This is an optimization exercise on Yosys and OpenROAD, whose aim is small area, a short achievable clock period and few clock cycles, not a production implementation. Where RTL was checked, it was by simulation tests only, not by an equivalence proof against the original.

==> build 7: inputs <==
## grid_cell_shape_membership_core
module grid_cell_shape_membership_core
(
  input  logic                 clk,
  input  logic                 rst,
  input  logic                 cfg_valid,
  output logic                 cfg_ready,
  input  logic [gcsm_pkg::CFG_IDX_W-1:0] cfg_index,
  input  logic [gcsm_pkg::VALUE_W-1:0]   cfg_data,
  input  logic                 in_valid,
  output logic                 in_ready,
  input  logic [gcsm_pkg::COORD_W-1:0]   cell_x,
  input  logic [gcsm_pkg::COORD_W-1:0]   cell_y,
  output logic                 out_valid,
  input  logic                 out_ready,
  output logic [gcsm_pkg::COORD_W-1:0]   out_x,
  output logic [gcsm_pkg::COORD_W-1:0]   out_y,
  output logic [gcsm_pkg::MARK_W-1:0]    mark,
  output logic signed [gcsm_pkg::VALUE_W-1:0] write_value,
  output logic                 shape_fits
);
export LEC_CHECK = 0
export CAP_MARGIN = 20
export CORE_MARGIN = 2
export CORE_UTILIZATION = 40
export SETUP_SLACK_MARGIN = 3.7
export SLEW_MARGIN = 20
create_clock -name core_clock -period 7.0 [get_ports {clk}]
run.sh (not shown) runs the stock make flow with config.mk's settings and CLKGATE_MAP_FILE= SYNTH_SCRIPT=/design/flow/synth_recipe.tcl, a recipe that flattens the netlist after the stock synthesis.
==> trial 35 (differences from build 7) <==
--- a/flow/design.v
+++ b/flow/design.v
@@ -31,38 +31,39 @@
   output logic                 out_valid,
   input  logic                 out_ready,
   output logic [gcsm_pkg::COORD_W-1:0]   out_x,
   output logic [gcsm_pkg::COORD_W-1:0]   out_y,
   output logic [gcsm_pkg::MARK_W-1:0]    mark,
   output logic signed [gcsm_pkg::VALUE_W-1:0] write_value,
   output logic                 shape_fits
 );
-  function automatic logic gt16(input logic [15:0] a, input logic [15:0] b);
-    logic [15:0] g, e;
-    g = a & ~b;
-    e = ~(a ^ b);
-    for (int s = 1; s < 16; s = s * 2)
-      for (int i = 0; i + s < 16; i = i + 2 * s) begin
-        g[i] = g[i + s] | (e[i + s] & g[i]);
-        e[i] = e[i + s] & e[i];
-      end
-    gt16 = g[0];
-  endfunction
   function automatic logic le6(input logic [5:0] a, input logic [5:0] b);
-    le6 = !gt16({10'd0, a}, {10'd0, b});
+    logic r;
+    r = 1'b1;
+    for (int i = 0; i < 6; i++) r = (!a[i] && b[i]) || ((!a[i] || b[i]) && r);
+    le6 = r;
   endfunction
   function automatic logic lt6(input logic [5:0] a, input logic [5:0] b);
-    lt6 = gt16({10'd0, b}, {10'd0, a});
+    logic r;
+    r = 1'b0;
+    for (int i = 0; i < 6; i++) r = (!a[i] && b[i]) || ((!a[i] || b[i]) && r);
+    lt6 = r;
   endfunction
   function automatic logic le7(input logic [6:0] a, input logic [6:0] b);
-    le7 = !gt16({9'd0, a}, {9'd0, b});
+    logic r;
+    r = 1'b1;
+    for (int i = 0; i < 7; i++) r = (!a[i] && b[i]) || ((!a[i] || b[i]) && r);
+    le7 = r;
   endfunction
   function automatic logic le13(input logic [12:0] a, input logic [12:0] b);
-    le13 = !gt16({3'd0, a}, {3'd0, b});
+    logic r;
+    r = 1'b1;
+    for (int i = 0; i < 13; i++) r = (!a[i] && b[i]) || ((!a[i] || b[i]) && r);
+    le13 = r;
   endfunction
   function automatic logic [6:0] radd6(input logic [5:0] a, input logic [5:0] b,
                                        input logic ci);
     logic c;
     c = ci;
     for (int i = 0; i < 6; i++) begin
       radd6[i] = a[i] ^ b[i] ^ c;
       c = (a[i] & b[i]) | (a[i] & c) | (b[i] & c);
@@ -104,29 +105,30 @@
     is_w     = shape_kind == KIND_HALF_W;
     is_inacc = shape_kind == KIND_INACCESS;
     is_circ  = (shape_kind[3] == 1'b0 && shape_kind[2:0] <= 3'd4) || is_inacc;
     is_rect  = shape_kind == KIND_RECT;
     is_tri   = shape_kind == KIND_TRIANGLE;
     is_ell   = shape_kind == KIND_ELLIPSE;
     is_rt    = is_rect || is_tri;
     ry        = is_ell ? reg_d : reg_c;
-    a_plus_cx = {1'b0, reg_a} + {1'b0, (is_w ? 6'd0 : reg_c)};
-    b_plus_ry = {1'b0, reg_b} + {1'b0, (is_s ? 6'd0 : ry)};
+    a_plus_cx = radd6(reg_a, (is_w ? 6'd0 : reg_c), 1'b0);
+    b_plus_ry = radd6(reg_b, (is_s ? 6'd0 : ry), 1'b0);
     fx1 = is_e || le6(reg_c, reg_a);
     fx2 = le7(a_plus_cx, {1'b0, grid_x_last});
     fy1 = is_n || le6(ry, reg_b);
     fy2 = le7(b_plus_ry, {1'b0, grid_y_last});
+    frt = le6(reg_a, grid_x_last) && le6(reg_b, grid_x_last) &&
+          le6(reg_c, grid_y_last) && le6(reg_d, grid_y_last);
     a_lt_b = lt6(reg_a, reg_b);
     c_lt_d = lt6(reg_c, reg_d);
     xlo    = a_lt_b ? reg_a : reg_b;
     xhi    = a_lt_b ? reg_b : reg_a;
     ylo    = c_lt_d ? reg_c : reg_d;
     yhi    = c_lt_d ? reg_d : reg_c;
-    frt    = le6(xhi, grid_x_last) && le6(yhi, grid_y_last);
     a_plus_b = radd6(reg_a, reg_b, 1'b0);
     cxn = is_rt ? a_plus_b[COORD_W:1] : reg_a;
     cyn = is_rt ? reg_d : reg_b;
     k1n = is_ell ? reg_d : is_tri ? yhi - ylo : 6'd1;
     k2n = is_ell ? reg_c : is_tri ? xhi - xlo : 6'd1;
     if (is_ell)      shape_ok = (reg_c != '0) && (reg_d != '0);
     else if (is_tri) shape_ok = (reg_a != reg_b) && (reg_c != reg_d);
     else             shape_ok = is_circ || is_rect;
@@ -248,19 +250,19 @@
     sub_e = thr3 || !is_ell;
     for (int i = 0; i < 22; i++) begin
       logic p, q;
       p = (i < 21) ? rowa_q[i] : 1'b0;
       q = (i < 21) ? rowb_q[i] : 1'b0;
       csa_s[i] = p ^ q ^ thr_n[i];
       csa_c[i] = (p & q) | (p & thr_n[i]) | (q & thr_n[i]);
     end
-    sdiff = csa_s + {csa_c[20:0], sub_e};
-    hit   = pass3 && (!is_ce || sdiff[21]);
   end
+  gcsm_add22 u_add (.a(csa_s), .b({csa_c[20:0], 1'b0}), .ci(sub_e), .s(sdiff));
+  assign hit = pass3 && (!is_ce || sdiff[21]);
   always_ff @(posedge clk) begin
     if (adv && thr3) thr <= sdiff[19:0];
   end
   logic hit_q;
   always_ff @(posedge clk) begin
     if (adv) begin
       out_x <= x3;
       out_y <= y3;
@@ -477,8 +479,88 @@
   wire sq_t158 = (sq_t95 & sq_t124) | (sq_t125 & (sq_t95 ^ sq_t124));
   wire sq_t159 = sq_t96 ^ sq_t126 ^ sq_t127;
   wire sq_t160 = (sq_t96 & sq_t126) | (sq_t127 & (sq_t96 ^ sq_t126));
   wire sq_t161 = (a[8] & a[9]) ^ (b[8] & b[9]) ^ sq_t128;
   wire sq_t162 = ((a[8] & a[9]) & (b[8] & b[9])) | (sq_t128 & ((a[8] & a[9]) ^ (b[8] & b[9])));
   assign r0 = {sq_t162, sq_t160, sq_t158, sq_t156, sq_t154, sq_t152, sq_t150, sq_t148, sq_t146, sq_t144, sq_t142, sq_t140, sq_t138, sq_t136, sq_t134, sq_t132, sq_t130, sq_t97, (a[1] & ~a[0]), 1'b0, a[0]};
   assign r1 = {1'b0, sq_t161, sq_t159, sq_t157, sq_t155, sq_t153, sq_t151, sq_t149, sq_t147, sq_t145, sq_t143, sq_t141, sq_t139, sq_t137, sq_t135, sq_t133, sq_t131, sq_t129, (b[1] & ~b[0]), 1'b0, b[0]};
 endmodule
+module gcsm_add22 (input logic [21:0] a, input logic [21:0] b, input logic ci,
+                output logic [21:0] s);
+  logic [21:0] p, g;
+  assign p = a ^ b;
+  assign g = a & b;
+  wire bg1 = g[0] | (p[0] & ci);
+  wire bg2 = g[1] | (p[1] & bg1);
+  wire bg3 = g[3] | (p[3] & g[2]);
+  wire bp3 = p[3] & p[2];
+  wire bg4 = g[5] | (p[5] & g[4]);
+  wire bp4 = p[5] & p[4];
+  wire bg5 = g[7] | (p[7] & g[6]);
+  wire bp5 = p[7] & p[6];
+  wire bg6 = g[9] | (p[9] & g[8]);
+  wire bp6 = p[9] & p[8];
+  wire bg7 = g[11] | (p[11] & g[10]);
+  wire bp7 = p[11] & p[10];
+  wire bg8 = g[13] | (p[13] & g[12]);
+  wire bp8 = p[13] & p[12];
+  wire bg9 = g[15] | (p[15] & g[14]);
+  wire bp9 = p[15] & p[14];
+  wire bg10 = g[17] | (p[17] & g[16]);
+  wire bp10 = p[17] & p[16];
+  wire bg11 = g[19] | (p[19] & g[18]);
+  wire bp11 = p[19] & p[18];
+  wire bg12 = g[21] | (p[21] & g[20]);
+  wire bp12 = p[21] & p[20];
+  wire bg13 = bg3 | (bp3 & bg2);
+  wire bg14 = bg5 | (bp5 & bg4);
+  wire bp14 = bp5 & bp4;
+  wire bg15 = bg7 | (bp7 & bg6);
+  wire bp15 = bp7 & bp6;
+  wire bg16 = bg9 | (bp9 & bg8);
+  wire bp16 = bp9 & bp8;
+  wire bg17 = bg11 | (bp11 & bg10);
+  wire bp17 = bp11 & bp10;
+  wire bg18 = bg14 | (bp14 & bg13);
+  wire bg19 = bg16 | (bp16 & bg15);
+  wire bp19 = bp16 & bp15;
+  wire bg20 = bg19 | (bp19 & bg18);
+  wire bg21 = bg15 | (bp15 & bg18);
+  wire bg22 = bg17 | (bp17 & bg20);
+  wire bg23 = bg4 | (bp4 & bg13);
+  wire bg24 = bg6 | (bp6 & bg18);
+  wire bg25 = bg8 | (bp8 & bg21);
+  wire bg26 = bg10 | (bp10 & bg20);
+  wire bg27 = bg12 | (bp12 & bg22);
+  wire bg28 = g[2] | (p[2] & bg2);
+  wire bg29 = g[4] | (p[4] & bg13);
+  wire bg30 = g[6] | (p[6] & bg23);
+  wire bg31 = g[8] | (p[8] & bg18);
+  wire bg32 = g[10] | (p[10] & bg24);
+  wire bg33 = g[12] | (p[12] & bg21);
+  wire bg34 = g[14] | (p[14] & bg25);
+  wire bg35 = g[16] | (p[16] & bg20);
+  wire bg36 = g[18] | (p[18] & bg26);
+  wire bg37 = g[20] | (p[20] & bg22);
+  assign s[0] = p[0] ^ ci;
+  assign s[1] = p[1] ^ bg1;
+  assign s[2] = p[2] ^ bg2;
+  assign s[3] = p[3] ^ bg28;
+  assign s[4] = p[4] ^ bg13;
+  assign s[5] = p[5] ^ bg29;
+  assign s[6] = p[6] ^ bg23;
+  assign s[7] = p[7] ^ bg30;
+  assign s[8] = p[8] ^ bg18;
+  assign s[9] = p[9] ^ bg31;
+  assign s[10] = p[10] ^ bg24;
+  assign s[11] = p[11] ^ bg32;
+  assign s[12] = p[12] ^ bg21;
+  assign s[13] = p[13] ^ bg33;
+  assign s[14] = p[14] ^ bg25;
+  assign s[15] = p[15] ^ bg34;
+  assign s[16] = p[16] ^ bg20;
+  assign s[17] = p[17] ^ bg35;
+  assign s[18] = p[18] ^ bg26;
+  assign s[19] = p[19] ^ bg36;
+  assign s[20] = p[20] ^ bg22;
+  assign s[21] = p[21] ^ bg37;
+endmodule
CAP_MARGIN = 0   (was 20)
SETUP_SLACK_MARGIN = 3.5   (was 3.7)
SLEW_MARGIN = 0   (was 20)
TNS_END_PERCENT = 5   (was unset)
==> build 6 (differences from build 7) <==
--- a/flow/design.v
+++ b/flow/design.v
@@ -31,38 +31,39 @@
   output logic                 out_valid,
   input  logic                 out_ready,
   output logic [gcsm_pkg::COORD_W-1:0]   out_x,
   output logic [gcsm_pkg::COORD_W-1:0]   out_y,
   output logic [gcsm_pkg::MARK_W-1:0]    mark,
   output logic signed [gcsm_pkg::VALUE_W-1:0] write_value,
   output logic                 shape_fits
 );
-  function automatic logic gt16(input logic [15:0] a, input logic [15:0] b);
-    logic [15:0] g, e;
-    g = a & ~b;
-    e = ~(a ^ b);
-    for (int s = 1; s < 16; s = s * 2)
-      for (int i = 0; i + s < 16; i = i + 2 * s) begin
-        g[i] = g[i + s] | (e[i + s] & g[i]);
-        e[i] = e[i + s] & e[i];
-      end
-    gt16 = g[0];
-  endfunction
   function automatic logic le6(input logic [5:0] a, input logic [5:0] b);
-    le6 = !gt16({10'd0, a}, {10'd0, b});
+    logic r;
+    r = 1'b1;
+    for (int i = 0; i < 6; i++) r = (!a[i] && b[i]) || ((!a[i] || b[i]) && r);
+    le6 = r;
   endfunction
   function automatic logic lt6(input logic [5:0] a, input logic [5:0] b);
-    lt6 = gt16({10'd0, b}, {10'd0, a});
+    logic r;
+    r = 1'b0;
+    for (int i = 0; i < 6; i++) r = (!a[i] && b[i]) || ((!a[i] || b[i]) && r);
+    lt6 = r;
   endfunction
   function automatic logic le7(input logic [6:0] a, input logic [6:0] b);
-    le7 = !gt16({9'd0, a}, {9'd0, b});
+    logic r;
+    r = 1'b1;
+    for (int i = 0; i < 7; i++) r = (!a[i] && b[i]) || ((!a[i] || b[i]) && r);
+    le7 = r;
   endfunction
   function automatic logic le13(input logic [12:0] a, input logic [12:0] b);
-    le13 = !gt16({3'd0, a}, {3'd0, b});
+    logic r;
+    r = 1'b1;
+    for (int i = 0; i < 13; i++) r = (!a[i] && b[i]) || ((!a[i] || b[i]) && r);
+    le13 = r;
   endfunction
   function automatic logic [6:0] radd6(input logic [5:0] a, input logic [5:0] b,
                                        input logic ci);
     logic c;
     c = ci;
     for (int i = 0; i < 6; i++) begin
       radd6[i] = a[i] ^ b[i] ^ c;
       c = (a[i] & b[i]) | (a[i] & c) | (b[i] & c);
@@ -104,29 +105,30 @@
     is_w     = shape_kind == KIND_HALF_W;
     is_inacc = shape_kind == KIND_INACCESS;
     is_circ  = (shape_kind[3] == 1'b0 && shape_kind[2:0] <= 3'd4) || is_inacc;
     is_rect  = shape_kind == KIND_RECT;
     is_tri   = shape_kind == KIND_TRIANGLE;
     is_ell   = shape_kind == KIND_ELLIPSE;
     is_rt    = is_rect || is_tri;
     ry        = is_ell ? reg_d : reg_c;
-    a_plus_cx = {1'b0, reg_a} + {1'b0, (is_w ? 6'd0 : reg_c)};
-    b_plus_ry = {1'b0, reg_b} + {1'b0, (is_s ? 6'd0 : ry)};
+    a_plus_cx = radd6(reg_a, (is_w ? 6'd0 : reg_c), 1'b0);
+    b_plus_ry = radd6(reg_b, (is_s ? 6'd0 : ry), 1'b0);
     fx1 = is_e || le6(reg_c, reg_a);
     fx2 = le7(a_plus_cx, {1'b0, grid_x_last});
     fy1 = is_n || le6(ry, reg_b);
     fy2 = le7(b_plus_ry, {1'b0, grid_y_last});
+    frt = le6(reg_a, grid_x_last) && le6(reg_b, grid_x_last) &&
+          le6(reg_c, grid_y_last) && le6(reg_d, grid_y_last);
     a_lt_b = lt6(reg_a, reg_b);
     c_lt_d = lt6(reg_c, reg_d);
     xlo    = a_lt_b ? reg_a : reg_b;
     xhi    = a_lt_b ? reg_b : reg_a;
     ylo    = c_lt_d ? reg_c : reg_d;
     yhi    = c_lt_d ? reg_d : reg_c;
-    frt    = le6(xhi, grid_x_last) && le6(yhi, grid_y_last);
     a_plus_b = radd6(reg_a, reg_b, 1'b0);
     cxn = is_rt ? a_plus_b[COORD_W:1] : reg_a;
     cyn = is_rt ? reg_d : reg_b;
     k1n = is_ell ? reg_d : is_tri ? yhi - ylo : 6'd1;
     k2n = is_ell ? reg_c : is_tri ? xhi - xlo : 6'd1;
     if (is_ell)      shape_ok = (reg_c != '0) && (reg_d != '0);
     else if (is_tri) shape_ok = (reg_a != reg_b) && (reg_c != reg_d);
     else             shape_ok = is_circ || is_rect;
@@ -161,29 +163,21 @@
       v1        <= fire;
       v2        <= v1;
       v3        <= v2;
       out_valid <= v3;
     end
   end
   logic [COORD_W:0]   dxs, dys;
   logic [COORD_W-1:0] dxm, dym;
-  function automatic logic [5:0] mag6(input logic [6:0] d);
-    logic any;
-    any = 1'b0;
-    for (int i = 0; i < 6; i++) begin
-      mag6[i] = d[i] ^ (d[6] & any);
-      any = any | d[i];
-    end
-  endfunction
   always_comb begin
     dxs = {1'b0, cell_x} - {1'b0, cx};
     dys = {1'b0, cell_y} - {1'b0, cy};
-    dxm = mag6(dxs);
-    dym = mag6(dys);
+    dxm = dxs[COORD_W] ? -dxs[COORD_W-1:0] : dxs[COORD_W-1:0];
+    dym = dys[COORD_W] ? -dys[COORD_W-1:0] : dys[COORD_W-1:0];
   end
   logic [COORD_W-1:0] x1, y1, ux, uy;
   logic               sx, sy, zx, zy;
   always_ff @(posedge clk) begin
     if (adv) begin
       x1 <= cell_x;
       y1 <= cell_y;
       ux <= fire ? dxm : reg_c;
CORE_UTILIZATION = 60   (was 40)
==> results.yml <==
timing:
  max_freq_mhz: 286
  worst_pin_slew_ns: 0.982
finish:
  nets: 2314
  clockBufferCount: 31
critical_path:
  endpoint: "thr[4]"
  path_common_cell: "buf_4"
global_route:
  grt_max_degree: 74
status:
  outcome: "no timing/DRC/antenna violations"
route:
  met1_length_um: 20700
Source of the figures above: build 7

==> results.yml <==
status:
  outcome: "no timing/DRC/antenna violations"
route:
  met1_length_um: 17900
global_route:
  grt_max_degree: 49
finish:
  nets: 2037
  clockBufferCount: 40
timing:
  worst_pin_slew_ns: 1.29
  max_freq_mhz: 245
Source of the figures above: trial 35

==> results.yml <==
status:
  outcome: "no timing/DRC/antenna violations"
global_route:
  grt_max_degree: 73
critical_path:
  path_common_cell: "a21oi_2"
  endpoint: "thr[18]"
Source of the figures above: build 6

Testbench counts of build 6, summed over its fixed seeds: cycles 14,784.
The RTL of build 7 and trial 35 was laid out without a check of its function.

-- separate check: timing with driven ports --
The flow's constraints put no driver on any port. The routed layouts listed below were extracted and timed again, unchanged, in two steps. Step 1 (the two cells are an assumption about what drives the block):
set clk [get_ports {clk}]
set_driving_cell -lib_cell sky130_fd_sc_hd__clkbuf_16 $clk
set_driving_cell -lib_cell sky130_fd_sc_hd__buf_2 [delete_from_list [all_inputs] $clk]
Step 2 adds t to the input delays and takes it off the output delays; t is the mean of the earliest and latest rising clock arrival at the registers after step 1. Input paths then give back, and output paths get back, about the clock's delay inside the block. Slacks: no drivers / after step 1 / after step 2; pairs: no drivers / after step 1.
run | t, ns | setup slack, ns | hold WS [ns] | latest minus earliest clock arrival (ns) | worst slew at a driven data input, ns
build 7 | 0.628 | 3.501 / 3.501 / 3.191 | 0.419 / 0.419 / 0.419 | 0.024 / 0.024 | 0.05
trial 35 | 0.617 | 2.922 / 2.922 / 2.922 | 0.406 / 0.406 / 0.406 | 0.036 / 0.035 | 0.05
build 6 | 0.603 | 3.509 / 3.509 / 3.281 | 0.418 / 0.418 / 0.418 | 0.011 / 0.011 | 0.05
After both steps setup and hold are still met in every run listed. For build 7, which loses most, drivers alone change the setup slack by 0.000 ns; drivers and shift together by -0.310 ns.
